This is an optimization exercise on Yosys and OpenROAD, whose aim is small area and a short achievable clock period, not a production implementation. RTL that was checked went through simulation tests only; none was proved equivalent to the original. No functional check of the RTL was part of runs 2 and 3. No activity file was given, so power comes from the tool's default toggle rates.

File: flow/config.mk
export PLATFORM = sky130hd
export DESIGN_NAME = data_mem_responder
export DESIGN_NICKNAME = data_mem_responder
export VERILOG_FILES = /design/flow/design.v
export SDC_FILE = /design/flow/constraint.sdc
export NUM_CORES = 4
export LEC_CHECK = 0
export ABC_CLOCK_PERIOD_IN_PS = 1500
export CAP_MARGIN = 20
export CORE_MARGIN = 2
export CORE_UTILIZATION = 40
export SLEW_MARGIN = 20
export SYNTH_MEMORY_MAX_BITS = 8192
File: flow/design.v
module data_mem_responder #(
  parameter int    DEPTH       = 256,
  parameter int    WAIT_CYCLES = 2
) (
  input  logic        ck,
  input  logic        rst_n,
  input  logic        is_load,
  input  logic        is_write,
  input  logic [8:0]  load_addr,
  input  logic [8:0]  write_addr,
  input  logic [15:0] data,
  output logic        mem_ready,
  output logic        ld_valid,
  output logic [15:0] ld_data,
  output logic        addr_err,
  output logic [1:0]  dbg_state
);
  localparam int AW = (DEPTH > 1) ? $clog2(DEPTH) : 1;
  typedef enum logic [1:0] {
    S_IDLE = 2'd0,
    S_WAIT = 2'd1,
    S_RESP = 2'd2
  } state_t;
  state_t      r_state;
  logic [3:0]  r_cnt;
  logic        r_ld;
  logic        r_wr;
  logic [8:0]  r_laddr;
  logic [8:0]  r_waddr;
  logic [15:0] r_data;
  logic        r_ready;
  logic        r_vld;
  logic [15:0] r_ld_data;
  logic        r_err;
  logic [15:0] r_mem [DEPTH];
  logic [AW-1:0] w_lidx;
  logic [AW-1:0] w_widx;
  logic          w_commit;
  logic          w_lerr;
  logic          w_werr;
  logic          w_do_wr;
  logic [15:0]   w_rd_val;
  logic          w_err_hit;
  logic          w_unused_hi;
  assign w_lidx      = r_laddr[AW-1:0];
  assign w_widx      = r_waddr[AW-1:0];
  assign w_unused_hi = ^{r_laddr, r_waddr};
  assign w_commit    = (r_state == S_WAIT) && (r_cnt == 4'd0);
  assign w_lerr = ({1'b0, r_laddr} >= 10'(DEPTH));
  assign w_werr = ({1'b0, r_waddr} >= 10'(DEPTH));
  assign w_do_wr   = r_wr && !w_werr;
  assign w_err_hit = (r_ld && w_lerr) || (r_wr && w_werr);
  always_comb begin
    w_rd_val = r_mem[w_lidx];
    if (w_lerr)
      w_rd_val = 16'hDEAD;
    else if (w_do_wr && (w_widx == w_lidx))
      w_rd_val = r_data;
  end
  always_ff @(posedge ck or negedge rst_n) begin
    if (!rst_n) begin
      r_state   <= S_IDLE;
      r_cnt     <= 4'd0;
      r_ld      <= 1'b0;
      r_wr      <= 1'b0;
      r_laddr   <= 9'd0;
      r_waddr   <= 9'd0;
      r_data    <= 16'h0;
      r_ready   <= 1'b1;
      r_vld     <= 1'b0;
      r_ld_data <= 16'h0;
      r_err     <= 1'b0;
    end else begin
      case (r_state)
        S_IDLE: begin
          if (is_load || is_write) begin
            r_ld    <= is_load;
            r_wr    <= is_write;
            r_laddr <= load_addr;
            r_waddr <= write_addr;
            r_data  <= data;
            r_cnt   <= 4'(WAIT_CYCLES);
            r_ready <= 1'b0;
            r_state <= S_WAIT;
          end
        end
        S_WAIT: begin
          if (r_cnt == 4'd0) begin
            r_vld   <= r_ld;
            r_err   <= w_err_hit;
            if (r_ld)
              r_ld_data <= w_rd_val;
            r_state <= S_RESP;
          end else begin
            r_cnt <= r_cnt - 4'd1;
          end
        end
        S_RESP: begin
          r_vld   <= 1'b0;
          r_err   <= 1'b0;
          r_ready <= 1'b1;
          r_state <= S_IDLE;
        end
        default: begin
          r_vld   <= 1'b0;
          r_err   <= 1'b0;
          r_ready <= 1'b1;
          r_state <= S_IDLE;
        end
      endcase
    end
  end
  always_ff @(posedge ck) begin
    if (w_commit && w_do_wr)
      r_mem[w_widx] <= r_data;
  end
  assign mem_ready = r_ready;
  assign ld_valid  = r_vld;
  assign ld_data   = r_ld_data;
  assign dbg_state = r_state;
  assign addr_err  = r_err;
endmodule
File: flow/constraint.sdc
create_clock -name core_clock -period 4.0 [get_ports {ck}]
set_input_delay 0.8000 -clock core_clock [delete_from_list [all_inputs] [get_ports {ck}]]
set_output_delay 0.8000 -clock core_clock [all_outputs]
set_load 0.01 [all_outputs]
File: flow/run.sh
#!/bin/bash
# synth_recipe.tcl (not shown) runs the flow's synth.tcl, then flattens the netlist and writes it again
# the make line also repeats each setting of config.mk as NAME=value (left out here)
make -C /OpenROAD-flow-scripts/flow DESIGN_CONFIG=/design/flow/config.mk WORK_HOME=/design/flow/orfs CLKGATE_MAP_FILE= SYNTH_SCRIPT=/design/flow/synth_recipe.tcl finish
==> results.cfg, run 1 <==
[clocking]
cts_tree = built
cts.sinks = 4157
clock-root-buffer = clkbuf_16
insertion_delay_ps = 980
cts.clk_slew.worst_paths_ps = 70
cts_setup_buffers = 0
htree_levels = 5
cts-buffers-inserted = 412
clk_path_buf_depth = 4

[timing]
tightest_slew_ps = 1135
setup_violations = 0
hold_viol = 0
final.setup.tns_ps = 0
rsz0062_at_grt = false
maxSlewViolCount = 0
period_minus_slack_ps = 3956
max_freq_mhz = 252.8
relSlewSlack_pct = 23.62
period_share_pct = 98.90
clock_skew_ps = 58.02

[placement]
hpwl_mm = 271.8
numPortBuffers = 58
gp_congestion = 0.8555
dpl_cell_area_um2 = 171200

[floorplan]
core-area_um2 = 398600
rows = 232
start_util_pct = 40.10
ios = 59
dieArea_um2 = 404600
die_y_um = 636.1
die_w_um = 636.1

[power]
switchingPower_w = 0.04553
ir_drop_uv = 773.8
pwr-share-clk_pct = 27.9
sw_frac_of_total_pct = 32.98
comb_power_share_pct = 30.7
p_per_area_nw_per_um2 = 747.4
p_int_w = 0.09253
seqPwrFrac_pct = 41.4
leakage_nw = 58.36
power_w = 0.1381

[finish]
drive_above_1_share_pct = 28.13
syn2layout_area_growth_pct = 15.59
regArea_um2 = 124600
fin_util_pct = 46.35
nNetsFinal = 8031
multi_input_area_um2 = 32690
design_area_um2 = 184700
n_fill_cell = 32570

[global_route]
grt_max_degree = 169
grt_usage_pct = 21.38
gr-usage-met1_pct = 29.82
grt_use_met2_pct = 34.33
top_usage_layer = met2
overflow = 0
grt_pass1_vias = 79420
grt_pass1_wl_mm = 618.2
antenna_found_initial = 30
grt_use_met3_pct = 3.880

[min_path]
hp-class = in2reg
hp-start = data[3]
whs_path_depth = 2

[routing]
drc = 0
route.antenna.remaining_nets = 0
wl_per_cell_um = 32.50
drtPass1Iterations = 6
vias_per_cell = 5.914
vias = 80470
drt_wl_total_mm = 442.3
initialDrtViolationCount = 10680

[logic_synthesis]
synth_cell_type_count = 71
synth_warnings = 1
synth-seq-area-share_pct = 77.92
synth-seq-cells = 4157
synth_edf_count = 4096
syn_area_um2 = 159800
ys_async_sr_fraction_pct = 1.467
synth_nets = 7235
synth.avg_cell_area_um2 = 22.21
synth_ff_type = edfxtp_1
synthCells = 7195

[setup_path]
crit_path_max_fanout = 29
required_ps = 4860
worstSetupPathType = reg2reg
r2r-start = r_laddr[0]
reg2reg_depth = 10
startpoint_type = flop
cp-end-kind = flop
arrival_ps = 4810
startpoint = r_laddr[0]

[run_status]
run_status = finished clean

[run]
maxCapViolations = 0
-- synth_stat cells (24+ instances only) --
cell type | number | share of area, %
a21oi_1 | 173 | 0.54
a22oi_1 | 239 | 1.1
buf_2 | 108 | 0.34
buf_4 | 78 | 0.37
buf_6 | 35 | 0.25
clkbuf_1 | 131 | 0.31
dfrtp_1 | 60 | 0.94
edfxtp_1 | 4096 | 77
mux2_2 | 37 | 0.26
mux2i_1 | 240 | 1.5
mux4_1 | 69 | 1.1
mux4_2 | 874 | 12
nand2_1 | 122 | 0.29
nand3_1 | 24 | 0.075
nor2_1 | 301 | 0.71
nor2b_1 | 29 | 0.11
nor3_1 | 53 | 0.17
nor4_1 | 25 | 0.098
o21ai_0 | 27 | 0.085
o221ai_1 | 54 | 0.30
o22ai_1 | 115 | 0.45
-- worst max-delay path, cell delays in order (launching register included) --
cell     delay, ps
dfrtp_4        720
buf_12         220
buf_12         250
buf_12         280
mux4_2         540
a22oi_1        490
a21oi_1        270
nor4_2         560
buf_4          200
or3_1          150
a21oi_1         90
-- layer usage --
metal / part of all wire (%) / routed length (µm)
met1: 40 / 176900
met2: 48 / 211300
met3: 8.9 / 39480
met4: 3.3 / 14570
met5: 0.015 / 68
-- cell usage in the layout (no fill, tap or decap), types with 26 or more instances in the layout --
| master | instances |
|---|---|
| nor2b_1 | 26 |
| mux4_1 | 69 |
| buf_4 | 641 |
| clkinv_1 | 90 |
| clkdlybuf4s50_1 | 57 |
| dfrtp_1 | 38 |
| nand2_1 | 109 |
| nor2_1 | 275 |
| clkbuf_16 | 418 |
| clkinv_2 | 77 |
| clkbuf_1 | 78 |
| bufinv_16 | 41 |
| nor3_1 | 53 |
| nor2_2 | 26 |
| o221ai_1 | 54 |
| o21ai_0 | 27 |
| buf_12 | 98 |
| mux2i_1 | 239 |
| edfxtp_1 | 4096 |
| mux4_2 | 874 |
| a22oi_1 | 239 |
| o22ai_1 | 115 |
| mux2_2 | 37 |
| a21oi_1 | 173 |
-- kinds of logic (layout without fill, tap and decap cells) --
group	Yosys count	in the layout	synth area share, %
DFF	4157	4157	77.92
muxes	1220	1220	15.22
AOI/OAI and AO/OA	761	761	3.268
and+or+nand+nor	624	624	1.752
buffers and inverters	423	1561	1.780
xor gates and xnor gates	8	8	0.04385
adders and majority gates	2	2	0.01566
other	0	10	0
-- flip-flops by register name (all words and copies together) (netlist names) --
name / cells
r_laddr: 9
r_cnt: 4
r_waddr: 9
r_state: 2
r_err: 1
r_wr: 1
r_ld_data: 16
r_ready: 1
r_ld: 1
r_vld: 1
r_mem: 4096
r_data: 16
-- final timing paths --
check                           endpoint  slack, ps
hold reg to reg                  r_ready        500
setup reg to reg           r_ld_data[12]         40
setup / recovery           r_ld_data[12]         40
hold / removal                 r_data[3]        440
min in group asynchronous      r_data[9]        480
max in group asynchronous  r_ld_data[14]       2720
-- per-stage QoR --
| stage | cells | hold slack, ps | worst slack [ps] |
|---|---|---|---|
| 4_1_cts | 13600 | 376.9 | 20.69 |
| 5_1_grt | 13600 | 420.5 | 22.40 |
| 3_5_place_dp | 12840 | 486.2 | -151.7 |
| 3_3_place_gp | 12840 | 475.6 | -443.7 |
| 6_report | 13610 | 441.7 | 44.11 |
| 2_1_floorplan | 7195 | 464.0 | -1.416 |
-- power by group through the flow --
| stage | registers (W) | clock network (W) | logic (W) |
|---|---|---|---|
| global placement | 0.0582 | 0 | 0.0414 |
| global route | 0.0572 | 0.0406 | 0.0442 |
| floorplan | 0.0601 | 0 | 0.0218 |
| detailed placement | 0.0583 | 0 | 0.0420 |
| CTS | 0.0574 | 0.0390 | 0.0421 |
| finish | 0.0572 | 0.0385 | 0.0424 |
-- layout make-up --
cell class / instances / share of cell area (%)
Multi-Input combinational cell: 2615 / 17.70
Clock inverter: 249 / 1.324
Timing Repair Buffer: 800 / 4.026
Clock buffer: 507 / 5.903
Tap cell: 5265 / 3.566
Sequential cell: 4157 / 67.46
Inverter: 5 / 0.01287
Antenna cell: 10 / 0.01355
-- timing repair --
action / CTS / global route
resized for setup: 5 / 3
endpoints found under the hold margin: 53 / 0
hold buffers: 1 / 0
endpoints found under the setup margin: 4 / 3
==> inputs of run 2 (changes only) <==
==> flow/design.v (replaced) <==
module data_mem_responder (
  input  logic        ck,
  input  logic        rst_n,
  input  logic        is_load,
  input  logic        is_write,
  input  logic [8:0]  load_addr,
  input  logic [8:0]  write_addr,
  input  logic [15:0] data,
  output logic        mem_ready,
  output logic        ld_valid,
  output logic [15:0] ld_data,
  output logic        addr_err,
  output logic [1:0]  dbg_state
);
  logic r_ready, r_t1, r_t2, r_t3, r_st0, r_st1, r_vld, r_err;
  logic w_req, w_acc;
  assign w_req = is_load | is_write;
  assign w_acc = r_ready & w_req;
  logic        r_ld, r_lerr, r_err_any, r_byp;
  logic [15:0] r_data;
  logic [15:0] r_rhi, r_rlo;      
  logic [15:0] r_whi, r_wlo;      
  logic        w_lerr, w_werr, w_byp, w_rd_mem, w_wr_mem;
  assign w_lerr   = load_addr[8];
  assign w_werr   = write_addr[8];
  assign w_wr_mem = is_write & !w_werr;
  assign w_byp    = w_wr_mem & !w_lerr & (load_addr[7:0] == write_addr[7:0]);
  assign w_rd_mem = is_load & !w_lerr & !w_byp;
  always_ff @(posedge ck) begin
    if (r_ready) begin
      r_ld      <= is_load;
      r_lerr    <= w_lerr;
      r_err_any <= (is_load & w_lerr) | (is_write & w_werr);
      r_byp     <= w_byp;
      r_data    <= data;
      for (int i = 0; i < 16; i++) begin
        r_rhi[i] <= w_rd_mem & (load_addr[7:4] == 4'(i));
        r_rlo[i] <= (load_addr[3:0] == 4'(i));
        r_whi[i] <= w_wr_mem & (write_addr[7:4] == 4'(i));
        r_wlo[i] <= (write_addr[3:0] == 4'(i));
      end
    end
  end
  always_ff @(posedge ck or negedge rst_n) begin
    if (!rst_n) begin
      r_ready <= 1'b1;
      r_t1    <= 1'b0;
      r_t2    <= 1'b0;
      r_t3    <= 1'b0;
      r_st0   <= 1'b0;
      r_st1   <= 1'b0;
      r_vld   <= 1'b0;
      r_err   <= 1'b0;
    end else begin
      r_ready <= (r_ready & !w_req) | r_st1;
      r_t1    <= w_acc;
      r_t2    <= r_t1;
      r_t3    <= r_t2;
      r_st0   <= w_acc | r_t1 | r_t2;
      r_st1   <= r_t3;
      r_vld   <= r_t3 & r_ld;
      r_err   <= r_t3 & r_err_any;
    end
  end
  logic [15:0] r_mem [256];
  always_ff @(posedge ck) begin
    for (int w = 0; w < 256; w++)
      if (r_t3 & r_whi[w / 16] & r_wlo[w % 16])
        r_mem[w] <= r_data;
  end
  logic [15:0] w_part [4];
  logic [15:0] r_part [4];
  always_comb begin
    for (int k = 0; k < 4; k++) begin
      w_part[k] = 16'h0;
      for (int j = 0; j < 64; j++)
        w_part[k] = w_part[k] |
          ({16{r_rhi[(64 * k + j) / 16] & r_rlo[(64 * k + j) % 16]}} & r_mem[64 * k + j]);
    end
  end
  always_ff @(posedge ck) begin
    for (int k = 0; k < 4; k++)
      r_part[k] <= w_part[k];
  end
  logic [15:0] w_rd;
  assign w_rd = r_part[0] | r_part[1] | r_part[2] | r_part[3] |
                ({16{r_byp}} & r_data) | ({16{r_lerr}} & 16'hDEAD);
  logic [15:0] r_ld_data;
  always_ff @(posedge ck or negedge rst_n) begin
    if (!rst_n)
      r_ld_data <= 16'h0;
    else if (r_t3 & r_ld)
      r_ld_data <= w_rd;
  end
  assign mem_ready = r_ready;
  assign ld_valid  = r_vld;
  assign ld_data   = r_ld_data;
  assign addr_err  = r_err;
  assign dbg_state = {r_st1, r_st0};
endmodule
==> flow/flow/run.sh (new file) <==
#!/bin/bash
# Standard layout with footprint-free resizing, so repair_timing can resize the port buffers.
set -euo pipefail
bash standard.sh MATCH_CELL_FOOTPRINT=0 finish > flow_make.log 2>&1
==> flow/standard.sh (new file) <==
#!/bin/bash
# synth_recipe.tcl (not shown) runs the flow's synth.tcl, then flattens the netlist and writes it again
# the make line also repeats each setting of config.mk as NAME=value (left out here)
make -C /OpenROAD-flow-scripts/flow DESIGN_CONFIG=/design/flow/config.mk WORK_HOME=/design/flow/orfs CLKGATE_MAP_FILE= SYNTH_SCRIPT=/design/flow/synth_recipe.tcl "${@:-finish}"
--- a/flow/config.mk
+++ b/flow/config.mk
@@ -9,5 +9,6 @@
 export CAP_MARGIN = 20
 export CORE_MARGIN = 2
-export CORE_UTILIZATION = 40
+export CORE_UTILIZATION = 45
+export SETUP_SLACK_MARGIN = 1.8
 export SLEW_MARGIN = 20
 export SYNTH_MEMORY_MAX_BITS = 8192
removed: flow/run.sh
==> run 2 against run 1 <==
Highest routed layer unchanged. Cell area rose by 0.10%. Synthesized cell count rose by 18%. Worst hold slack got worse by 65 ps. Worst setup slack improved by 1100 ps. Fmax rose by 41%. Power fell by 36%.
==> results.cfg, run 2 <==
[run_status]
run_status = finished clean

[logic_synthesis]
synth_top_area_cell = edfxtp_1
synth_nets = 8533
ys_async_sr_fraction_pct = 0.5623
synth_cell_type_count = 38
netlist_top_cells_count = edfxtp_1, a22oi_1, a22o_1, clkbuf_1, a222oi_1
synth_warnings = 4
synth_ff_type = edfxtp_1
synthCells = 8495
synth_edf_count = 4180
synth-seq-cells = 4268
synth.avg_cell_area_um2 = 18.35
synth.most_common_cell = edfxtp_1
syn_area_um2 = 155800
synth-seq-area-share_pct = 81.75
synth_top_area_share_pct = 80.54
synth_area_leaders = edfxtp_1, a22oi_1, a22o_1, a222oi_1, clkbuf_1

[setup_path]
startpoint_type = flop
arrival_ps = 3610
crit_path_max_fanout = 24
r2r_slack_ps = 1190
r2r-start = r_rlo[7]
cp-end-kind = flop
rr_endpoint = r_part[0][12]
worstSetupPathType = reg2reg
required_ps = 4790
reg2reg_depth = 6

[power]
leakage_nw = 60.56
ir_drop_uv = 378.9
p_per_area_nw_per_um2 = 477.3
power_w = 0.08826

[timing]
rsz0062_at_grt = true
hold_viol = 0
period_minus_slack_ps = 2811
fin_ws_ps = 1189
clock_skew_ps = 64.69
setup_violations = 0
relSlewSlack_pct = 22.40
maxSlewViolCount = 0
max_freq_mhz = 355.8
tightest_slew_ps = 1164
period_share_pct = 70.26

[finish]
largestRegisters = r_mem (4096), r_part (64)
max_flop_register = r_mem
largest_reg_flops = 4096
syn2layout_area_growth_pct = 18.65
nNetsFinal = 9131
final_common_cell = edfxtp_1
final_cell_mix = edfxtp_1, a22oi_1, a22o_1
drive_above_1_share_pct = 19.39

[global_route]
overflow = 0
grt_max_degree = 142
grt_pass1_wl_mm = 709.0
antenna_found_initial = 57
grt_usage_pct = 28.80
grt_pass1_vias = 87340

[clocking]
cts_tree = built
clk_path_buf_depth = 4
cts.clk_slew.worst_paths_ps = 60
cts.sinks = 4268
clock-root-buffer = clkbuf_16
htree_levels = 5
cts-buffers-inserted = 426
insertion_delay_ps = 1010

[min_path]
hold_path_end = r_t2
hp-class = reg2reg
whs_path_depth = 0
hp-start = r_t1

[run]
maxCapViolations = 0

[routing]
wl_per_cell_um = 37.67
route.antenna.remaining_nets = 0
vias_per_cell = 6.770
initialDrtViolationCount = 19140
vias = 95490
drt_wl_total_mm = 531.3
drc = 0
drtPass1Iterations = 10

[floorplan]
start_util_pct = 45.12
dieArea_um2 = 351000
rows = 216
ios = 59
die_y_um = 592.5
die_w_um = 592.5
core-area_um2 = 345400

[placement]
gp_congestion = 0.8621
numPortBuffers = 58
hpwl_mm = 269.7
pre_cts_slack_ps = 703.1
run 2: changes by cell type after synthesis, moves of 141 or more:
cell,change
a22oi_1,+944
mux4_2,-874
a22o_1,+545
a222oi_1,+387
clkbuf_1,+304
and3_1,+257
mux2i_1,-240
nor2_1,-240
nand3_1,+238
nand4_1,+223
a21oi_1,-141
run 2: area by class of cell:
cell class / instances / area (µm²)
fillers: 26590 / 160500
flip-flops and latches: 4268 / 127400
multi-input cells: 3474 / 26960
clock buffers: 538 / 11300
repair buffers: 829 / 10480
well taps: 4578 / 5728
clock inverters: 251 / 2477
inverters: 93 / 352.8
diodes: 73 / 182.7
repair inverters: 1 / 5.005
run 2: routing by layer:
layer | GRT usage, % | up-vias | wire length (µm)
met2 | 44.08 | 7628 | 240800
li1 | - | 37470 | -
met1 | 39.74 | 49310 | 194100
met4 | 11.09 | 30 | 22690
met3 | 7.353 | 1046 | 73580
met5 | 0 | - | 211
run 2: worst max-delay path, cell delays in order, from the launching register on:
cell and delay (ps):
edfxtp_1 440, clkbuf_16 270, buf_8 230, a22oi_2 210
nand4_1 280, a222oi_1 1000, nand3_1 170
run 2: power by group:
part           total [W]  internal, W  switching [W]
clock             0.0398       0.0228         0.0170
sequential        0.0483       0.0483              0
combinational   0.000113    0.0000456      0.0000669
total             0.0883       0.0712         0.0171
run 2: kinds of logic after synthesis:
group | share of synthesized area [%]
AOI/OAI and AO/OA | 12.30
xor gates and xnor gates | 0.04496
buffers and inverters | 2.026
DFF | 81.75
and+or+nand+nor | 3.883
run 2: timing repair:
item / 4_1_cts / 5_1_grt
endpoints found under the hold margin: 23 / 0
hold buffers: 1 / 0
pin swaps: 218 / 216
setup buffers: 169 / 101
resized for setup: 678 / 230
setup endpoints to repair: 3016 / 451
gates cloned: 87 / 29
run 2: worst max-delay path by stage:
stage          startpoint  cells past startpoint             to  slack (ps)
6_report         r_rlo[7]                      6  r_part[0][12]        1190
5_1_grt          r_rlo[7]                      6   r_part[3][0]        1250
4_1_cts           r_ready                      1      mem_ready        1310
3_5_place_dp     r_rlo[1]                      6   r_part[1][7]         700
3_3_place_gp     r_rlo[8]                      6   r_part[3][3]         540
2_1_floorplan  r_data[13]                      0   r_mem[0][13]         -60
run 2: stage by stage:
step,util [%],hold slack (ps),instances,instance area (µm²),setup TNS (ps)
finish,53.54,377.0,14110,184900,0
global route,53.49,383.0,14040,184700,0
CTS,52.78,349.6,13900,182300,0
detailed placement,47.32,366.8,12860,163400,0
global placement,47.28,356.8,12840,163300,0
floorplan,-,347.6,8495,155800,-260090
==> inputs of run 3 (changes only) <==
--- a/flow/design.v
+++ b/flow/design.v
@@ -13,7 +13,8 @@
   output logic [1:0]  dbg_state
 );
-  logic r_ready, r_t1, r_t2, r_t3, r_st0, r_st1, r_vld, r_err;
+  logic r_busy, r_ready, r_t1, r_t2, r_t3, r_st0, r_st1, r_vld, r_err;
   logic w_req, w_acc;
   assign w_req = is_load | is_write;
+  assign r_ready = !r_busy;
   assign w_acc = r_ready & w_req;
   logic        r_ld, r_lerr, r_err_any, r_byp;
@@ -44,5 +45,5 @@
   always_ff @(posedge ck or negedge rst_n) begin
     if (!rst_n) begin
-      r_ready <= 1'b1;
+      r_busy  <= 1'b0;
       r_t1    <= 1'b0;
       r_t2    <= 1'b0;
@@ -53,5 +54,5 @@
       r_err   <= 1'b0;
     end else begin
-      r_ready <= (r_ready & !w_req) | r_st1;
+      r_busy  <= (r_busy | w_req) & !r_st1;
       r_t1    <= w_acc;
       r_t2    <= r_t1;
@@ -69,20 +70,36 @@
         r_mem[w] <= r_data;
   end
-  logic [15:0] w_part [4];
-  logic [15:0] r_part [4];
+  logic [255:0] w_sel;
   always_comb begin
-    for (int k = 0; k < 4; k++) begin
-      w_part[k] = 16'h0;
-      for (int j = 0; j < 64; j++)
-        w_part[k] = w_part[k] |
-          ({16{r_rhi[(64 * k + j) / 16] & r_rlo[(64 * k + j) % 16]}} & r_mem[64 * k + j]);
+    for (int w = 0; w < 256; w++)
+      w_sel[w] = r_rhi[w / 16] & r_rlo[w % 16];
+  end
+  logic [15:0] w_slice_n [86];
+  for (genvar i = 0; i < 85; i++) begin : g_slice
+    for (genvar b = 0; b < 16; b++) begin : g_bit
+      dmem_aoi222 u_aoi (
+        .a0(w_sel[3 * i]),     .b0(r_mem[3 * i][b]),
+        .a1(w_sel[3 * i + 1]), .b1(r_mem[3 * i + 1][b]),
+        .a2(w_sel[3 * i + 2]), .b2(r_mem[3 * i + 2][b]),
+        .y(w_slice_n[i][b])
+      );
     end
   end
+  assign w_slice_n[85] = ~({16{w_sel[255]}} & r_mem[255]);
+  logic [15:0] w_part [8];
+  always_comb begin
+    for (int k = 0; k < 8; k++)
+      w_part[k] = 16'h0;
+    for (int i = 0; i < 86; i++)
+      w_part[i * 8 / 86] = w_part[i * 8 / 86] | ~w_slice_n[i];
+  end
+  logic [15:0] r_part [8];
   always_ff @(posedge ck) begin
-    for (int k = 0; k < 4; k++)
+    for (int k = 0; k < 8; k++)
       r_part[k] <= w_part[k];
   end
   logic [15:0] w_rd;
   assign w_rd = r_part[0] | r_part[1] | r_part[2] | r_part[3] |
+                r_part[4] | r_part[5] | r_part[6] | r_part[7] |
                 ({16{r_byp}} & r_data) | ({16{r_lerr}} & 16'hDEAD);
   logic [15:0] r_ld_data;
@@ -99,2 +116,8 @@
   assign dbg_state = {r_st1, r_st0};
 endmodule
+module dmem_aoi222 (
+  input  logic a0, b0, a1, b1, a2, b2,
+  output logic y
+);
+  assign y = ~((a0 & b0) | (a1 & b1) | (a2 & b2));
+endmodule
--- a/flow/config.mk
+++ b/flow/config.mk
@@ -9,6 +9,9 @@
 export CAP_MARGIN = 20
 export CORE_MARGIN = 2
-export CORE_UTILIZATION = 45
+export CORE_UTILIZATION = 50
+export CTS_CLUSTER_DIAMETER = 100
+export CTS_CLUSTER_SIZE = 26
 export SETUP_SLACK_MARGIN = 1.8
 export SLEW_MARGIN = 20
+export SYNTH_HIERARCHICAL = 1
 export SYNTH_MEMORY_MAX_BITS = 8192
==> run 3 against run 2 <==
Global-route usage rose by 0.27 points. Utilization rose by 2.2 points. Clock skew fell by 1.2 ps. Sequential power rose by 7.0%. Worst hold slack got worse by 150 ps. Critical endpoint is now r_part[1][3].
==> results.cfg, run 3 <==
[setup_path]
r2r_slack_ps = 1020
reg2reg_depth = 10
path_delay_family = simple AND/OR/NAND/NOR gates
max_stage_delay_ps = 460
r2r-start = r_rlo[0]
startpoint_type = flop
crit_path_max_fanout = 6
critPathBufInv = 5
path_cells = clkbuf_16, buf_12, buf_12, and2_4, buf_4, buf_6, a222oi_1, nand4_1, nor2_1, nand4_1
cp-end-kind = flop
slowest_stage = nand4_1
arrival_ps = 3600
rr_endpoint = r_part[1][3]
required_ps = 4620
worstSetupPathType = reg2reg

[power]
leakage_nw = 50.77
ir_drop_uv = 332.7
power_w = 0.08140
p_per_area_nw_per_um2 = 488.0

[finish]
syn2layout_area_growth_pct = 11.18
final_common_cell = edfxtp_1
design_area_um2 = 166800
largest_reg_flops = 4096
finalNonFillerCells = 11800
nNetsFinal = 7650
max_flop_register = r_mem
largestRegisters = r_mem (4096), r_part (128)
final_cell_mix = edfxtp_1, a222oi_1, nand4_1
drive_above_1_share_pct = 14.87
fin_util_pct = 55.73

[logic_synthesis]
synth_top_area_share_pct = 83.67
netlist_top_cells_count = edfxtp_1, a222oi_1, nand4_1, and2_1, and3_1
synth_warnings = 15
synth_ff_type = edfxtp_1
synth_cell_type_count = 34
synth_edf_count = 4180
synthCells = 7015
synth-seq-area-share_pct = 85.77
synth.most_common_cell = edfxtp_1
ys_async_sr_fraction_pct = 0.5540
syn_area_um2 = 150000
synth_nets = 7053
synth-seq-cells = 4332
synth_top_area_cell = edfxtp_1
synth_area_leaders = edfxtp_1, a222oi_1, dfxtp_1, nand4_1, and2_1
synth.avg_cell_area_um2 = 21.39

[routing]
drtPass1Iterations = 10
drc = 0
vias = 84180
route.antenna.remaining_nets = 0
vias_per_cell = 7.133
wl_per_cell_um = 38.48
initialDrtViolationCount = 19260
drt_wl_total_mm = 454.1

[floorplan]
start_util_pct = 50.13
die_w_um = 551.8
dieArea_um2 = 304500
ios = 59
core-area_um2 = 299300
rows = 201
die_y_um = 551.8

[timing]
hold_viol = 0
rsz0062_at_grt = true
max_freq_mhz = 335.5
maxSlewViolCount = 0
period_minus_slack_ps = 2980
relSlewSlack_pct = 16.53
period_share_pct = 74.51
clock_skew_ps = 63.52
setup_violations = 0
tightest_slew_ps = 1252

[global_route]
grt_usage_pct = 29.07
grt_max_degree = 168
antenna_found_initial = 63
grt_pass1_wl_mm = 618.8
grt_pass1_vias = 77610
overflow = 0

[run]
maxCapViolations = 0

[clocking]
htree_levels = 4
cts_tree = built
ctsHoldBuffers = 0
clock-root-buffer = clkbuf_16
insertion_delay_ps = 950
cts-buffers-inserted = 189
clk_path_buf_depth = 4
cts.sinks = 4332
cts.clk_slew.worst_paths_ps = 110

[run_status]
run_status = finished clean

[placement]
placedCellCount = 11090
dpl_cell_area_um2 = 156900
numPortBuffers = 58
hpwl_mm = 271.0
gp_congestion = 0.8842

[min_path]
hp-class = in2async
## run 3: cell types whose count changed after synthesis, sizes merged, moves of 235 or more
cell / previous run / this run
and2: 22 / 257
nand3: 262 / 19
a22o: 560 / 1
clkbuf: 439 / 99
a22oi: 1183 / 0
a222oi: 387 / 1360
## run 3: area by class of cell
class	instances	area (µm²)
clock inverters	11	172.7
repair buffers	499	5318
flip-flops and latches	4332	128700
clock buffers	324	5321
multi-input cells	2587	22090
inverters	2	16.27
well taps	3958	4952
repair inverters	1	7.507
diodes	88	220.2
fillers	22330	132500
## run 3: modules after synthesis, one instance, submodules excluded
module / cells / copies in the design
dmem_aoi222: 1 / 1360
data_mem_responder: 5655 / 1
## run 3: worst max-delay path by stage
| stage | start | depth (start not counted) | endpoint |
|---|---|---|---|
| final | r_rlo[0] | 10 | r_part[1][3] |
| after global routing | r_rlo[0] | 9 | r_part[1][2] |
| after CTS | r_rlo[13] | 6 | r_part[1][12] |
| after detailed placement | r_rhi[2] | 5 | r_part[1][9] |
| after global placement | r_rlo[0] | 6 | r_part[1][12] |
| after floorplan | r_data[13] | 0 | r_mem[0][13] |
## run 3: cell families after synthesis
group | Yosys count | synth area share (%)
compound gates | 1410 | 9.302
xor+xnor | 8 | 0.05171
buf+inv | 115 | 0.3269
flops | 4332 | 85.77
simple gates | 1150 | 4.544
## run 3: timing repair
item | CTS | global route
buffers inserted | 205 | 65
cloned | 16 | 6
endpoints found under the setup margin | 4535 | 667
resized for setup | 730 | 134
pin swaps | 428 | 249
## run 3: metal layers
| layer | wire, µm | up-vias | track usage (%) | part of all wire, % |
|---|---|---|---|---|
| li1 | - | 33420 | - | - |
| met1 | 169900 | 44140 | 41.81 | 37 |
| met2 | 212900 | 5954 | 45.07 | 47 |
| met3 | 55730 | 647 | 5.344 | 12 |
| met4 | 15470 | 12 | 9.994 | 3.4 |
| met5 | 117 | - | 0 | 0.026 |
## run 3: metrics by stage
stage / hold slack, ps / setup TNS [ps] / worst slack [ps]
6_report: 225.1 / 0 / 1020
5_1_grt: 262.2 / 0 / 1123
4_1_cts: 176.9 / 0 / 1089
3_5_place_dp: 360.2 / 0 / 193.9
3_3_place_gp: 351.3 / -305.9 / -114.3
2_1_floorplan: 347.6 / -250660 / -63.51
## run 3: report_power, final
part / switching [W] / internal (W)
Sequential: 0.000513 / 0.0512
Clock: 0.0135 / 0.00925
Combinational: 0.00507 / 0.00183
Total: 0.0191 / 0.0623
==> inputs of run 4 (changes only) <==
--- a/flow/design.v
+++ b/flow/design.v
@@ -70,8 +70,8 @@
         r_mem[w] <= r_data;
   end
-  logic [255:0] w_sel;
-  always_comb begin
+  logic [255:0] r_sel;
+  always_ff @(posedge ck) begin
     for (int w = 0; w < 256; w++)
-      w_sel[w] = r_rhi[w / 16] & r_rlo[w % 16];
+      r_sel[w] <= r_rhi[w / 16] & r_rlo[w % 16];
   end
   logic [15:0] w_slice_n [86];
@@ -79,12 +79,12 @@
     for (genvar b = 0; b < 16; b++) begin : g_bit
       dmem_aoi222 u_aoi (
-        .a0(w_sel[3 * i]),     .b0(r_mem[3 * i][b]),
-        .a1(w_sel[3 * i + 1]), .b1(r_mem[3 * i + 1][b]),
-        .a2(w_sel[3 * i + 2]), .b2(r_mem[3 * i + 2][b]),
+        .a0(r_sel[3 * i]),     .b0(r_mem[3 * i][b]),
+        .a1(r_sel[3 * i + 1]), .b1(r_mem[3 * i + 1][b]),
+        .a2(r_sel[3 * i + 2]), .b2(r_mem[3 * i + 2][b]),
         .y(w_slice_n[i][b])
       );
     end
   end
-  assign w_slice_n[85] = ~({16{w_sel[255]}} & r_mem[255]);
+  assign w_slice_n[85] = ~({16{r_sel[255]}} & r_mem[255]);
   logic [15:0] w_part [8];
   always_comb begin
==> run 4 against run 3 <==
The layout now fails its checks (antenna rules). Synthesized cell count is 3.7% higher. Non-clock buffer count fell by 306. Worst hold slack worse by 170 ps. Clock skew down 1.0 ps. Sequential power is 7.7% higher. Largest cell class unchanged. Sequential share of layout area grew 2.2 points.
==> results.cfg, run 4 <==
[routing]
vias_per_cell = 6.939
drt_wl_total_mm = 436.7
drc = 0
route.antenna.remaining_nets = 3
vias = 82920
drtPass1Iterations = 10
wl_per_cell_um = 36.54
initialDrtViolationCount = 17640

[floorplan]
die_y_um = 561.0
start_util_pct = 50.22
ios = 59
dieArea_um2 = 314700
rows = 204
die_w_um = 561.0
core-area_um2 = 308800

[logic_synthesis]
synth.avg_cell_area_um2 = 21.32
synth_cell_type_count = 35
synth-seq-cells = 4588
netlist_top_cells_count = edfxtp_1, a222oi_1, dfxtp_1, nand4_1, and2_1
synth_top_area_cell = edfxtp_1
syn_area_um2 = 155100
synth_top_area_share_pct = 80.93
synthCells = 7274
synth_edf_count = 4180
synth-seq-area-share_pct = 86.27
ys_async_sr_fraction_pct = 0.5231
synth.most_common_cell = edfxtp_1
synth_area_leaders = edfxtp_1, a222oi_1, dfxtp_1, nand4_1, and2_1
synth_ff_type = edfxtp_1
synth_warnings = 15
synth_nets = 7312

[finish]
largestRegisters = r_mem (4096), r_sel (256), r_part (128)
final_common_cell = edfxtp_1
largest_reg_flops = 4096
syn2layout_area_growth_pct = 8.747
final_cell_mix = edfxtp_1, a222oi_1, nand4_1
regArea_um2 = 133900
drive_above_1_share_pct = 9.195
multi_input_area_um2 = 21450
n_fill_cell = 23440
nNetsFinal = 7592
max_flop_register = r_mem

[run_status]
run_status = complete, but fails checks
violations = antenna rules

[timing]
clock_skew_ps = 62.49
period_share_pct = 60.39
period_minus_slack_ps = 2416
rsz0062_at_grt = true
setup_violations = 0
relSlewSlack_pct = 17.41
max_freq_mhz = 414.0
tightest_slew_ps = 1239
hold_viol = 0
fin_ws_ps = 1584
maxSlewViolCount = 0

[setup_path]
slowest_stage = dfrtp_2
startpoint_type = flop
worstSetupPathType = reg2out
cp-end-kind = primary output
path_cells = buf_6
path_delay_family = flip-flops
critPathBufInv = 1
max_stage_delay_ps = 510
arrival_ps = 1620
required_ps = 3200
crit_path_max_fanout = 2

[clocking]
ctsHoldBuffers = 0
cts.sinks = 4588
insertion_delay_ps = 940
cts-buffers-inserted = 198
htree_levels = 4
clock-root-buffer = clkbuf_16
cts_tree = built
clk_path_buf_depth = 4
cts.clk_slew.worst_paths_ps = 100

[placement]
pre_cts_slack_ps = 626.9
gp_congestion = 0.8780
numPortBuffers = 58
hpwl_mm = 257.0

[power]
power_w = 0.08501
p_per_area_nw_per_um2 = 504.0
leakage_nw = 50.76
ir_drop_uv = 357.3

[global_route]
grt_usage_pct = 26.98
overflow = 0
antenna_found_initial = 61
grt_max_degree = 167
grt_pass1_wl_mm = 599.8
grt_pass1_vias = 77070

[min_path]
hp-class = in2async

[run]
maxCapViolations = 0
-- run 4: path summary, 6_finish.rpt --
check                              start            to  slack [ps]  cells after the start
setup / recovery           r_ld_data[15]   ld_data[15]        1580                      1
hold / removal                     rst_n         r_err          50                      1
setup reg to reg              r_sel[242]  r_part[7][8]        1740                      5
hold reg to reg                     r_t1          r_t2         390                      0
max in group asynchronous          rst_n          r_t3        3100                      1
min in group core_clock             r_t1          r_t2         390                      0
-- run 4: cell type report --
| cell class | count | area share [%] |
|---|---|---|
| flip-flops and latches | 4588 | 79.38 |
| inverters | 2 | 0.009644 |
| diodes | 107 | 0.1587 |
| repair inverters | 1 | 0.004451 |
| multi-input cells | 2570 | 12.72 |
| clock inverters | 9 | 0.06750 |
| well taps | 4120 | 3.056 |
| clock buffers | 359 | 3.346 |
| repair buffers | 193 | 1.261 |
-- run 4: metrics by stage --
stage	hold WS [ps]	instance area (µm²)	TNS, ps	util, %	std cells
floorplan	347.6	155100	-250660	-	7274
global placement	358.9	161700	0	52.35	11450
detailed placement	373.8	161700	0	52.36	11450
CTS	14.89	168200	0	54.46	11840
global route	42.82	168400	0	54.54	11860
finish	54.02	168700	0	54.61	11950
-- run 4: logic make-up (layout without fill, tap and decap cells) --
logic type / after synthesis / count (layout) / share of synthesized area, %
AND/OR/NAND/NOR: 1152 / 1152 / 4.363
other: 0 / 107 / 0
flip-flops: 4588 / 4588 / 86.27
buffers and inverters: 116 / 564 / 0.2977
XOR/XNOR: 8 / 8 / 0.04518
AO/OA/AOI/OAI: 1410 / 1410 / 9.024
-- run 4: metal layers --
metal  part of all wire [%]  track usage, %  vias to the layer above  wire length [µm]
met3                     11           4.628                      554             50170
li1                       -               -                    33560                 -
met2                     47           41.52                     5390            204000
met4                    3.1           8.709                        6             13400
met5                 0.0069               0                        -                30
met1                     39           39.55                    43410            169100
-- run 4: power breakdown --
group	internal (W)	leakage (nW)	switching, W	total (W)
logic	0.00150	6.84	0.00402	0.00551
registers	0.0540	41.2	0.00173	0.0557
clock network	0.00970	2.72	0.0141	0.0238
total	0.0652	50.8	0.0198	0.0850
-- run 4: modules after synthesis (local to each module, per instance) --
module / cells / flip-flops and latches / times used
data_mem_responder: 5914 / 4588 / 1
dmem_aoi222: 1 / 0 / 1360
-- run 4: what timing repair did --
item | CTS | global route
pin swaps | 34 | 59
endpoints found under the hold margin | 0 | 0
resized for setup | 401 | 78
setup endpoints to repair | 3914 | 422
gates cloned | 1 | 0
buffers inserted | 13 | 6
==> inputs of run 5 (changes only) <==
--- a/flow/design.v
+++ b/flow/design.v
@@ -13,13 +13,12 @@
   output logic [1:0]  dbg_state
 );
-  logic r_busy, r_ready, r_t1, r_t2, r_t3, r_st0, r_st1, r_vld, r_err;
+  logic r_busy, r_busy_o, r_ready, r_t1, r_t2, r_t3, r_st0, r_st1, r_vld, r_err;
   logic w_req, w_acc;
   assign w_req = is_load | is_write;
   assign r_ready = !r_busy;
   assign w_acc = r_ready & w_req;
-  logic        r_ld, r_lerr, r_err_any, r_byp;
+  logic        r_ld, r_lerr, r_err_any, r_byp, r_rd_mem, r_wr_mem;
   logic [15:0] r_data;
-  logic [15:0] r_rhi, r_rlo;      
-  logic [15:0] r_whi, r_wlo;      
+  logic [7:0]  r_laddr, r_waddr;
   logic        w_lerr, w_werr, w_byp, w_rd_mem, w_wr_mem;
   assign w_lerr   = load_addr[8];
@@ -35,15 +34,24 @@
       r_byp     <= w_byp;
       r_data    <= data;
-      for (int i = 0; i < 16; i++) begin
-        r_rhi[i] <= w_rd_mem & (load_addr[7:4] == 4'(i));
-        r_rlo[i] <= (load_addr[3:0] == 4'(i));
-        r_whi[i] <= w_wr_mem & (write_addr[7:4] == 4'(i));
-        r_wlo[i] <= (write_addr[3:0] == 4'(i));
-      end
+      r_rd_mem  <= w_rd_mem;
+      r_wr_mem  <= w_wr_mem;
+      r_laddr   <= load_addr[7:0];
+      r_waddr   <= write_addr[7:0];
+    end
+  end
+  logic [255:0] r_sel;
+  logic [15:0]  r_whi, r_wlo;
+  always_ff @(posedge ck) begin
+    for (int w = 0; w < 256; w++)
+      r_sel[w] <= r_rd_mem & (r_laddr == 8'(w));
+    for (int i = 0; i < 16; i++) begin
+      r_whi[i] <= r_wr_mem & (r_waddr[7:4] == 4'(i));
+      r_wlo[i] <= (r_waddr[3:0] == 4'(i));
     end
   end
   always_ff @(posedge ck or negedge rst_n) begin
     if (!rst_n) begin
-      r_busy  <= 1'b0;
+      r_busy   <= 1'b0;
+      r_busy_o <= 1'b0;
       r_t1    <= 1'b0;
       r_t2    <= 1'b0;
@@ -54,5 +62,6 @@
       r_err   <= 1'b0;
     end else begin
-      r_busy  <= (r_busy | w_req) & !r_st1;
+      r_busy   <= (r_busy | w_req) & !r_st1;
+      r_busy_o <= w_acc | r_t1 | r_t2 | r_t3;
       r_t1    <= w_acc;
       r_t2    <= r_t1;
@@ -69,9 +78,4 @@
       if (r_t3 & r_whi[w / 16] & r_wlo[w % 16])
         r_mem[w] <= r_data;
-  end
-  logic [255:0] r_sel;
-  always_ff @(posedge ck) begin
-    for (int w = 0; w < 256; w++)
-      r_sel[w] <= r_rhi[w / 16] & r_rlo[w % 16];
   end
   logic [15:0] w_slice_n [86];
@@ -110,5 +114,5 @@
       r_ld_data <= w_rd;
   end
-  assign mem_ready = r_ready;
+  assign mem_ready = !r_busy_o;
   assign ld_valid  = r_vld;
   assign ld_data   = r_ld_data;
--- a/flow/config.mk
+++ b/flow/config.mk
@@ -10,7 +10,8 @@
 export CORE_MARGIN = 2
 export CORE_UTILIZATION = 50
+export CTS_BUF_LIST = sky130_fd_sc_hd__clkbuf_8 sky130_fd_sc_hd__clkbuf_16
 export CTS_CLUSTER_DIAMETER = 100
 export CTS_CLUSTER_SIZE = 26
-export SETUP_SLACK_MARGIN = 1.8
+export SETUP_SLACK_MARGIN = 1.85
 export SLEW_MARGIN = 20
 export SYNTH_HIERARCHICAL = 1
==> run 5 against run 4 <==
The run now finishes clean. Global-route usage up 0.77 points. Clock-buffer cell count down 157. Cell area down 0.67%. Fmax down 5.2%. Wire length up 1.5%. Critical path depth up 1. Critical endpoint is now mem_ready. Clock skew up 9.0 ps. Synthesized cell count down 0.26%. Sequential share of layout area up 0.18 points. Worst setup slack worse by 130 ps.
==> results.cfg, run 5 <==
[placement]
numPortBuffers = 58
hpwl_mm = 265.5
gp_congestion = 0.8988

[setup_path]
reg2reg_depth = 5
arrival_ps = 1750
required_ps = 3200
cp-end-kind = primary output
crit_path_max_fanout = 1
startpoint_type = flop
worstSetupPathType = reg2out

[timing]
final.setup.tns_ps = 0
maxSlewViolCount = 0
rsz0062_at_grt = true
clock_skew_ps = 71.50
hold_viol = 0
tightest_slew_ps = 1266
period_minus_slack_ps = 2548
max_freq_mhz = 392.5
relSlewSlack_pct = 15.61
setup_violations = 0
period_share_pct = 63.70

[floorplan]
die_y_um = 558.5
core-area_um2 = 305800
dieArea_um2 = 311900
start_util_pct = 50.27
die_w_um = 558.5
ios = 59
rows = 203

[logic_synthesis]
synth_cell_type_count = 33
ys_async_sr_fraction_pct = 0.5464
synth.avg_cell_area_um2 = 21.19
netlist_top_cells_count = edfxtp_1, a222oi_1, dfxtp_1, nor2_1, nand4_1
synth-seq-cells = 4575
synthCells = 7255
synth_top_area_cell = edfxtp_1
synth.most_common_cell = edfxtp_1
synth-seq-area-share_pct = 86.58
synth_top_area_share_pct = 80.75
synth_nets = 7293
synth_area_leaders = edfxtp_1, a222oi_1, dfxtp_1, nand4_1, and3_1
synth_ff_type = edfxtp_1
syn_area_um2 = 153700
synth_warnings = 15
synth_edf_count = 4134

[clocking]
cts-buffers-inserted = 198
insertion_delay_ps = 950
clk_path_buf_depth = 4
cts_tree = built
clock-root-buffer = clkbuf_16
cts.clk_slew.worst_paths_ps = 100
htree_levels = 4
cts.sinks = 4575

[run_status]
run_status = finished clean

[min_path]
whs_path_depth = 0
hp-class = reg2reg

[finish]
max_flop_register = r_mem
final_cell_mix = edfxtp_1, a222oi_1, nor2_1
largestRegisters = r_mem (4096), r_sel (256), r_part (128)
syn2layout_area_growth_pct = 8.982
drive_above_1_share_pct = 10.34
final_common_cell = edfxtp_1
largest_reg_flops = 4096
nNetsFinal = 7600
fin_util_pct = 54.78

[run]
maxCapViolations = 0

[routing]
drt_wl_total_mm = 443.3
initialDrtViolationCount = 17610
route.antenna.remaining_nets = 0
wl_per_cell_um = 37.21
drtPass1Iterations = 9
drc = 0
vias_per_cell = 6.947
vias = 82760

[global_route]
grt_use_met2_pct = 44.34
top_usage_layer = met2
grt_pass1_wl_mm = 604.8
grt_max_degree = 157
antenna_found_initial = 39
gr-usage-met1_pct = 38.38
overflow = 0
grt_pass1_vias = 77450
grt_usage_pct = 27.74
grt_use_met3_pct = 4.209

[power]
ir_drop_uv = 479.3
p_per_area_nw_per_um2 = 471.5
leakage_nw = 51.68
-- run 5: cell type report --
class	instances	area (µm²)
tap	4100	5130
inverter	3	20.02
multi-input combinational	2575	20890
clock buffer	202	5055
timing repair inverter	1	7.507
fill	23170	138300
clock inverter	166	715.7
timing repair buffer	208	2215
antenna	83	207.7
sequential	4575	133300
-- run 5: stage by stage --
stage / total power [W] / std cells / hold WS (ps) / cell area, µm² / setup WS [ps]
global route: 0.08075 / 11840 / 376.5 / 167400 / 1465
detailed placement: 0.05642 / 11420 / 360.6 / 160300 / 1026
CTS: 0.07912 / 11820 / 331.2 / 167000 / 1403
floorplan: 0.05467 / 7255 / 347.6 / 153700 / -63.51
global placement: 0.05637 / 11420 / 355.9 / 160300 / 1067
finish: 0.07900 / 11910 / 385.2 / 167500 / 1452
-- run 5: per-module statistics from Yosys, one instance, submodules excluded --
module / cells inside / times used / cell area [µm²]
dmem_aoi222: 1 / 1360 / 10.01
data_mem_responder: 5895 / 1 / 140100
-- run 5: where the power goes --
| group | leakage, nW | total (W) | switching (W) | internal, W |
|---|---|---|---|---|
| clock | 3.38 | 0.0235 | 0.0142 | 0.00933 |
| combinational | 7.47 | 0.00249 | 0.00194 | 0.000546 |
| sequential | 40.8 | 0.0530 | 0.000600 | 0.0524 |
-- run 5: cells by family (layout without fill, tap and decap cells) --
group           after synthesis  count (layout)  share of synthesized area, %
flops                      4575            4575                         86.58
compound gates             1410            1410                         9.104
simple gates               1157            1157                         3.989
buf+inv                     105             580                        0.2840
xor+xnor                      8               8                       0.04558
other cells                   0              83                             0
-- run 5: metal layers --
metal,vias to the layer above,share of wire (%),wire length (µm)
met2,5232,48,213200
met5,-,0.0025,11
met1,43330,37,165100
li1,33510,-,-
met4,2,4.4,19320
met3,692,10,45770
-- run 5: timing repair --
item | 4_1_cts | 5_1_grt
pin swaps | 56 | 58
hold buffers | 1 | 0
gates cloned | 1 | 0
setup endpoints to repair | 4417 | 484
buffers inserted | 28 | 13
endpoints found under the hold margin | 25 | 0
gates resized for setup | 401 | 103
-- run 5: worst paths after layout --
kind | from | slack, ps | endpoint
worst max register to register | r_sel[111] | 1680 | r_part[3][2]
min in group asynchronous | rst_n | 570 | r_vld
worst min-delay path | r_t1 | 390 | r_t2
max in group asynchronous | rst_n | 2760 | r_t3
worst min register to register | r_t1 | 390 | r_t2
worst max-delay path | r_busy_o | 1450 | mem_ready
-- run 5: critical path: stages, from the launching register on --
cell and delay (ps):
dfrtp_2 520, clkinv_4 150, buf_6 150
==> inputs of run 6 (changes only) <==
==> flow/flow/run.sh (replaced) <==
#!/bin/bash
# Standard layout with three changes: footprint-free resizing (so repair_timing can resize
# the port buffers), more antenna-repair iterations, and, between placement and CTS, the
# output-port flip-flops moved next to their port buffers at the pins.
set -euo pipefail
VARS="MATCH_CELL_FOOTPRINT=0 MAX_REPAIR_ANTENNAS_ITER_GRT=15 MAX_REPAIR_ANTENNAS_ITER_DRT=15"
bash standard.sh $VARS place > flow_make_place.log 2>&1
RESULTS=$PWD/orfs/results/$FLOW_PLATFORM/data_mem_responder/base openroad -no_init -exit flow/place_outputs.tcl > flow_place_outputs.log 2>&1
bash standard.sh $VARS finish > flow_make_finish.log 2>&1
==> flow/flow/move_out.tcl (new file) <==
# Place each output port's buffer, and the flip-flop (with any gates between them) that
# drives it, at the port's pin, just inside the core; detailed_placement legalizes them.
set block [ord::get_db_block]
set core [$block getCoreArea]
set cx0 [expr {[$core xMin] + 2000}]; set cx1 [expr {[$core xMax] - 8000}]
set cy0 [expr {[$core yMin] + 2000}]; set cy1 [expr {[$core yMax] - 4000}]
foreach bterm [$block getBTerms] {
  if {[$bterm getIoType] ne "OUTPUT"} { continue }
  set box [lindex [[lindex [$bterm getBPins] 0] getBoxes] 0]
  set x [expr {([$box xMin] + [$box xMax]) / 2}]
  set y [expr {([$box yMin] + [$box yMax]) / 2}]
  set x [expr {max($cx0, min($cx1, $x))}]
  set y [expr {max($cy0, min($cy1, $y))}]
  set net [$bterm getNet]
  set cur ""
  foreach it [$net getITerms] { if {[$it isOutputSignal]} { set cur [$it getInst] } }
  set buf $cur
  if {$buf eq ""} { continue }
  for {set depth 0} {$cur ne "" && $depth < 4} {incr depth} {
    set master [[$cur getMaster] getName]
    $cur setLocation $x $y
    $cur setPlacementStatus PLACED
    puts "port [$bterm getName]: moved [$cur getName] ($master)"
    if {[string match *df* $master]} {
      # also the other loads of the flip-flop's output (the hold mux of an enable register)
      foreach it [$cur getITerms] {
        if {![$it isOutputSignal]} { continue }
        set qn [$it getNet]
        if {$qn eq "NULL" || $qn eq ""} { continue }
        foreach l [$qn getITerms] {
          set li [$l getInst]
          if {$li ne $cur && [[$li getMaster] getName] ne [[$buf getMaster] getName]} {
            $li setLocation $x $y
            $li setPlacementStatus PLACED
            puts "port [$bterm getName]: moved load [$li getName] ([[$li getMaster] getName])"
          }
        }
      }
      break
    }
    set innet ""
    foreach it [$cur getITerms] {
      if {[$it isInputSignal] && [[$it getMTerm] getSigType] eq "SIGNAL"} { set innet [$it getNet] }
    }
    set cur ""
    if {$innet ne "" && $innet ne "NULL"} {
      foreach it [$innet getITerms] { if {[$it isOutputSignal]} { set cur [$it getInst] } }
    }
  }
}
==> flow/flow/place_outputs.tcl (new file) <==
# Runs between ORFS's place and cts steps: puts the output-port flip-flops next to their
# port buffers at the pins (move_out.tcl), legalizes, and writes 3_place.odb back.
set odb $::env(RESULTS)/3_place.odb
read_db $odb
source [file join [file dirname [info script]] move_out.tcl]
detailed_placement
check_placement -verbose
write_db $odb
==> run 6 against run 5 <==
Non-clock buffer count shrank 1. Synthesized cell count is the same. Flip-flop and latch count is the same. Power grew 0.41%. Clock-buffer cell count grew 1. Cell area grew 0.14%. Global-route usage grew 0.24 points. Worst setup slack gained 140 ps. Sequential power is essentially flat. Largest cell class unchanged. Highest routed layer unchanged.
==> results.cfg, run 6 <==
[floorplan]
ios = 59
die_w_um = 558.5
dieArea_um2 = 311900
core-area_um2 = 305800
rows = 203
start_util_pct = 50.27
die_y_um = 558.5

[setup_path]
arrival_ps = 3200
cp-end-kind = flop
worstSetupPathType = reg2reg
startpoint_type = flop
slowest_stage = nor3b_2
max_stage_delay_ps = 620
path_delay_family = simple AND/OR/NAND/NOR gates
required_ps = 4790
path_cells = nor3b_2, nand2_4, nor2_1
critPathBufInv = 0
crit_path_max_fanout = 11

[logic_synthesis]
synth.avg_cell_area_um2 = 21.19
synth_top_area_share_pct = 80.75
synth-seq-area-share_pct = 86.58
synth_edf_count = 4134
netlist_top_cells_count = edfxtp_1, a222oi_1, dfxtp_1, nor2_1, nand4_1
synth_ff_type = edfxtp_1
synth_area_leaders = edfxtp_1, a222oi_1, dfxtp_1, nand4_1, and3_1
synthCells = 7255
synth_top_area_cell = edfxtp_1
synth_warnings = 15
ys_async_sr_fraction_pct = 0.5464
synth_cell_type_count = 33
syn_area_um2 = 153700
synth-seq-cells = 4575
synth.most_common_cell = edfxtp_1
synth_nets = 7293

[timing]
hold_viol = 0
setup_violations = 0
rsz0062_at_grt = true
clock_skew_ps = 68.72
max_freq_mhz = 414.6
relSlewSlack_pct = 10.23
period_share_pct = 60.30
period_minus_slack_ps = 2412
maxSlewViolCount = 0
fin_ws_ps = 1588
tightest_slew_ps = 1347

[power]
power_w = 0.07932
ir_drop_uv = 492.8
leakage_nw = 51.71
p_per_area_nw_per_um2 = 472.8

[clocking]
cts.clk_slew.worst_paths_ps = 110
insertion_delay_ps = 960
clk_path_buf_depth = 4
htree_levels = 4
clock-root-buffer = clkbuf_16
cts.sinks = 4575
cts_tree = built
cts-buffers-inserted = 199

[finish]
final_common_cell = edfxtp_1
n_fill_cell = 23080
largest_reg_flops = 4096
regArea_um2 = 133300
largestRegisters = r_mem (4096), r_sel (256), r_part (128)
max_flop_register = r_mem
multi_input_area_um2 = 21180
nNetsFinal = 7600
final_cell_mix = edfxtp_1, a222oi_1, nor2_1
drive_above_1_share_pct = 10.71
fin_util_pct = 54.86
finalNonFillerCells = 11900
syn2layout_area_growth_pct = 9.136

[global_route]
grt_pass1_wl_mm = 608.4
grt_max_degree = 157
grt_pass1_vias = 77480
grt_usage_pct = 27.98
antenna_found_initial = 43
overflow = 0

[placement]
numPortBuffers = 58
hpwl_mm = 265.5
placedCellCount = 11420
pre_cts_slack_ps = 1026
gp_congestion = 0.8988

[routing]
drt_wl_total_mm = 447.0
wl_per_cell_um = 37.56
vias = 82770
initialDrtViolationCount = 18090
route.antenna.remaining_nets = 0
vias_per_cell = 6.955
drtPass1Iterations = 13
drc = 0

[min_path]
hp-class = reg2reg

[run]
maxCapViolations = 0

[run_status]
run_status = finished clean
-- run 6: cell counts after synthesis --
No cell type changed its count.
-- run 6: worst paths after layout --
path                            start  cells past startpoint           end  slack [ps]
min                              r_t1                      0          r_t2         370
max in group asynchronous       rst_n                      2          r_t3        2600
max reg2reg                r_laddr[3]                      3    r_sel[114]        1590
min in group asynchronous       rst_n                      2  r_ld_data[3]         660
min reg2reg                      r_t1                      0          r_t2         370
max                        r_laddr[3]                      3    r_sel[114]        1590
-- run 6: cell type report --
type,instances,area share (%)
diodes,69,0.1029
clock buffers,203,3.028
clock inverters,168,0.4646
inverters,3,0.008949
multi-input cells,2575,12.62
flip-flops and latches,4575,79.43
well taps,4100,3.058
repair buffers,207,1.282
repair inverters,1,0.002983
-- run 6: layer usage --
metal  track usage [%]  up-vias  part of all wire [%]
met1             38.24    43080                    37
met2             45.01     5450                    48
met4             11.98       10                   4.5
met5                 0        -                 0.015
li1                  -    33490                     -
met3             4.335      739                    10
-- run 6: repair_timing --
action / in CTS / in global routing
setup endpoints to repair: 4408 / 3218
hold buffers: 1 / 0
buffers inserted: 18 / 21
gates resized for setup: 187 / 342
pin swaps: 1 / 98
hold endpoints to repair: 25 / 0
gates cloned: 1 / 0
-- run 6: logic make-up (layout without fill, tap and decap cells) --
family	Yosys count	count (layout)	share of synthesized area (%)
XOR/XNOR	8	8	0.04558
other	0	69	0
buffers and inverters	105	582	0.2840
AO/OA/AOI/OAI	1410	1410	9.104
flip-flops	4575	4575	86.58
AND/OR/NAND/NOR	1157	1157	3.989
-- run 6: Yosys stat by module, one instance, submodules excluded --
module | flip-flops and latches | area [µm²] | times used | cells
data_mem_responder | 4575 | 140100 | 1 | 5895
dmem_aoi222 | 0 | 10.01 | 1360 | 1
-- run 6: through the flow --
step	setup TNS [ps]	hold WS (ps)	cell area, µm²
after global routing	0	386.6	167600
after CTS	0	340.1	166900
after detailed placement	0	360.6	160300
after global placement	0	355.9	160300
final	0	374.5	167800
after floorplan	-250660	347.6	153700
-- run 6: worst register-to-register path, cell delays in order, from the launching register on --
cell	delay, ps
edfxtp_1	560
nor3b_2	630
nand2_4	570
nor2_1	520
-- run 6: power by group --
part,switching [W],internal (W),total (W)
clock,0.0142,0.00940,0.0236
sequential,0.000441,0.0524,0.0529
combinational,0.00222,0.000629,0.00285
==> inputs of run 7 (changes only) <==
--- a/flow/config.mk
+++ b/flow/config.mk
@@ -13,5 +13,5 @@
 export CTS_CLUSTER_DIAMETER = 100
 export CTS_CLUSTER_SIZE = 26
-export SETUP_SLACK_MARGIN = 1.85
+export SETUP_SLACK_MARGIN = 2.05
 export SLEW_MARGIN = 20
 export SYNTH_HIERARCHICAL = 1
==> run 7 against run 6 <==
Highest routed layer unchanged. Still clean. Worst hold slack improved by 20 ps. Wire length rose by 2.3%. Synthesized cell count is the same.
==> results.cfg, run 7 <==
[power]
leakage_nw = 52.53
ir_drop_uv = 489.9
p_per_area_nw_per_um2 = 465.8
power_w = 0.07960

[routing]
drtPass1Iterations = 10
initialDrtViolationCount = 18340
wl_met2_mm = 218.8
drt_wl_total_mm = 457.1
route.antenna.remaining_nets = 0
wl_met3_mm = 47.98
vias = 83960
drc = 0
vias_per_cell = 6.967
met1_length_mm = 168.2
wl_per_cell_um = 37.93
top_layer_used = met5

[logic_synthesis]
synth_top_area_share_pct = 80.75
synth-seq-cells = 4575
netlist_top_cells_count = edfxtp_1, a222oi_1, dfxtp_1, nor2_1, nand4_1
synthCells = 7255
synth_ff_type = edfxtp_1
synth_nets = 7293
synth_cell_type_count = 33
synth_warnings = 15
synth.avg_cell_area_um2 = 21.19
synth.most_common_cell = edfxtp_1
synth_edf_count = 4134
syn_area_um2 = 153700
synth_area_leaders = edfxtp_1, a222oi_1, dfxtp_1, nand4_1, and3_1
synth-seq-area-share_pct = 86.58
ys_async_sr_fraction_pct = 0.5464
synth_top_area_cell = edfxtp_1

[timing]
rsz0062_at_grt = true
relSlewSlack_pct = 11.49
period_minus_slack_ps = 2428
setup_violations = 0
maxSlewViolCount = 0
period_share_pct = 60.70
max_freq_mhz = 411.8
hold_viol = 0
clock_skew_ps = 70.75
tightest_slew_ps = 1328

[setup_path]
required_ps = 4800
crit_path_max_fanout = 12
cp-end-kind = flop
startpoint_type = flop
arrival_ps = 3230
worstSetupPathType = reg2reg
startpoint = r_laddr[2]
r2r-start = r_laddr[2]

[finish]
largestRegisters = r_mem (4096), r_sel (256), r_part (128)
syn2layout_area_growth_pct = 11.17
final_common_cell = edfxtp_1
nNetsFinal = 7769
largest_reg_flops = 4096
final_cell_mix = edfxtp_1, a222oi_1, nand4_1
max_flop_register = r_mem
finalNonFillerCells = 12050
drive_above_1_share_pct = 14.56

[clocking]
cts.sinks = 4575
clock-root-buffer = clkbuf_16
cts-buffers-inserted = 199
cts_tree = built
insertion_delay_ps = 960
clk_path_buf_depth = 4
htree_levels = 4
cts.clk_slew.worst_paths_ps = 100

[floorplan]
core-area_um2 = 305800
start_util_pct = 50.27
dieArea_um2 = 311900
rows = 203
die_y_um = 558.5
ios = 59
die_w_um = 558.5

[global_route]
grt_pass1_wl_mm = 614.1
overflow = 0
grt_pass1_vias = 78070
grt_usage_pct = 28.25
grt_max_degree = 157
antenna_found_initial = 24

[placement]
gp_congestion = 0.8988
hpwl_mm = 265.5
numPortBuffers = 58
placedCellCount = 11420

[min_path]
hp-start = data[4]
hp-class = in2reg

[run]
maxCapViolations = 0

[run_status]
run_status = finished clean
-- run 7: worst max-delay path: stages, from the launching register on --
cell	delay, ps
edfxtp_1	560
nor3b_2	590
nand2_4	510
nor2_1	520
-- run 7: path summary, 6_finish.rpt --
kind | to | slack, ps | cells past startpoint
worst min register to register | r_t2 | 390 | 0
worst max register to register | r_sel[114] | 1570 | 3
worst min-delay path | r_data[4] | 390 | 1
min in group asynchronous | r_ld_data[7] | 640 | 2
worst max-delay path | r_sel[114] | 1570 | 3
max in group asynchronous | r_t3 | 2620 | 2
-- run 7: per-layer routing --
metal,track usage (%),vias up
met5,0,-
met4,12.66,6
met3,4.577,759
met2,45.11,5388
met1,38.55,43920
li1,-,33880
-- run 7: modules after synthesis, one instance, submodules excluded --
module,cells,cell area (µm²),times used
data_mem_responder,5895,140100,1
dmem_aoi222,1,10.01,1360
-- run 7: timing repair --
item                        CTS  global route
hold endpoints to repair     25             0
resized for setup           262           778
setup endpoints to repair  4800          3844
setup buffers                33           139
pin swaps                    25           372
hold buffers                  1             0
gates cloned                 29             8
-- run 7: cell type report --
type,instances,area (µm²)
sequential,4575,133500
clock buffer,203,5080
timing repair inverter,1,5.005
tap,4100,5130
fill,22760,134900
multi-input combinational,2606,22600
clock inverter,168,779.5
timing repair buffer,345,3711
antenna,50,125.1
inverter,3,15.01
-- run 7: cell families (layout without fill, tap and decap cells) --
family	Yosys count	in the layout	synth area share, %
other cells	0	50	0
flops	4575	4575	86.58
simple gates	1157	1188	3.989
compound gates	1410	1410	9.104
buf+inv	105	720	0.2840
xor+xnor	8	8	0.04558
-- run 7: metrics by stage --
stage | area, µm² | setup TNS (ps) | utilization, % | hold WS (ps) | setup WS [ps]
global placement | 160300 | 0 | 52.41 | 355.9 | 1067
floorplan | 153700 | -250660 | - | 347.6 | -63.51
CTS | 167700 | 0 | 54.84 | 340.1 | 1593
finish | 170900 | 0 | 55.89 | 394.1 | 1572
global route | 170800 | 0 | 55.87 | 392.3 | 1621
detailed placement | 160300 | 0 | 52.41 | 360.6 | 1026
-- run 7: power breakdown --
group          leakage, nW  internal [W]  switching [W]  total [W]
logic                 8.21      0.000743        0.00242    0.00317
clock network         3.42       0.00940         0.0142     0.0236
registers             40.9        0.0524       0.000400     0.0528

-- re-timing with driven ports --
No port has a modelled driver above. Below, the same layouts with a new extraction and two added sets of constraints. Step 1 sets driving cells, clkbuf_16 on the clock port and buf_2 on the other inputs (assumed; they add their load-dependent delay and slew). Step 2 moves the port delays by t, midway between the first and last clock arrival at a register: inputs arrive t later, outputs are due t later. That takes back most of the time a late clock gives input paths. Three values: ideal ports, drivers, drivers and shift; two values: the first two.
run	t, ns	setup WS [ns]	hold slack, ns	latest minus earliest clock arrival (ns)	worst register clock-pin slew, ns	worst data-port slew with drivers (ns)
run 1	1.058	0.044 / 0.044 / 0.044	0.442 / 0.366 / 0.502	0.063 / 0.063	0.07 / 0.07	0.06
run 2	1.075	1.189 / 1.189 / 0.966	0.377 / 0.313 / 0.377	0.077 / 0.077	0.07 / 0.07	0.07
run 3	1.034	1.020 / 1.020 / 0.788	0.225 / 0.147 / 0.379	0.065 / 0.066	0.11 / 0.11	0.19
run 4	1.019	1.584 / 1.479 / 0.967	0.054 / -0.026 / 0.389	0.069 / 0.068	0.11 / 0.11	0.18
run 5	1.024	1.452 / 1.344 / 1.680	0.385 / 0.316 / 0.385	0.074 / 0.074	0.11 / 0.11	0.07
run 6	1.023	1.588 / 1.518 / 0.965	0.375 / 0.349 / 0.375	0.090 / 0.090	0.11 / 0.11	0.09
run 7	1.034	1.572 / 1.530 / 1.152	0.394 / 0.332 / 0.395	0.088 / 0.089	0.11 / 0.11	0.08
The setup slack of run 6, which loses most, moves by -0.070 ns with the drivers and by -0.623 ns with both steps.
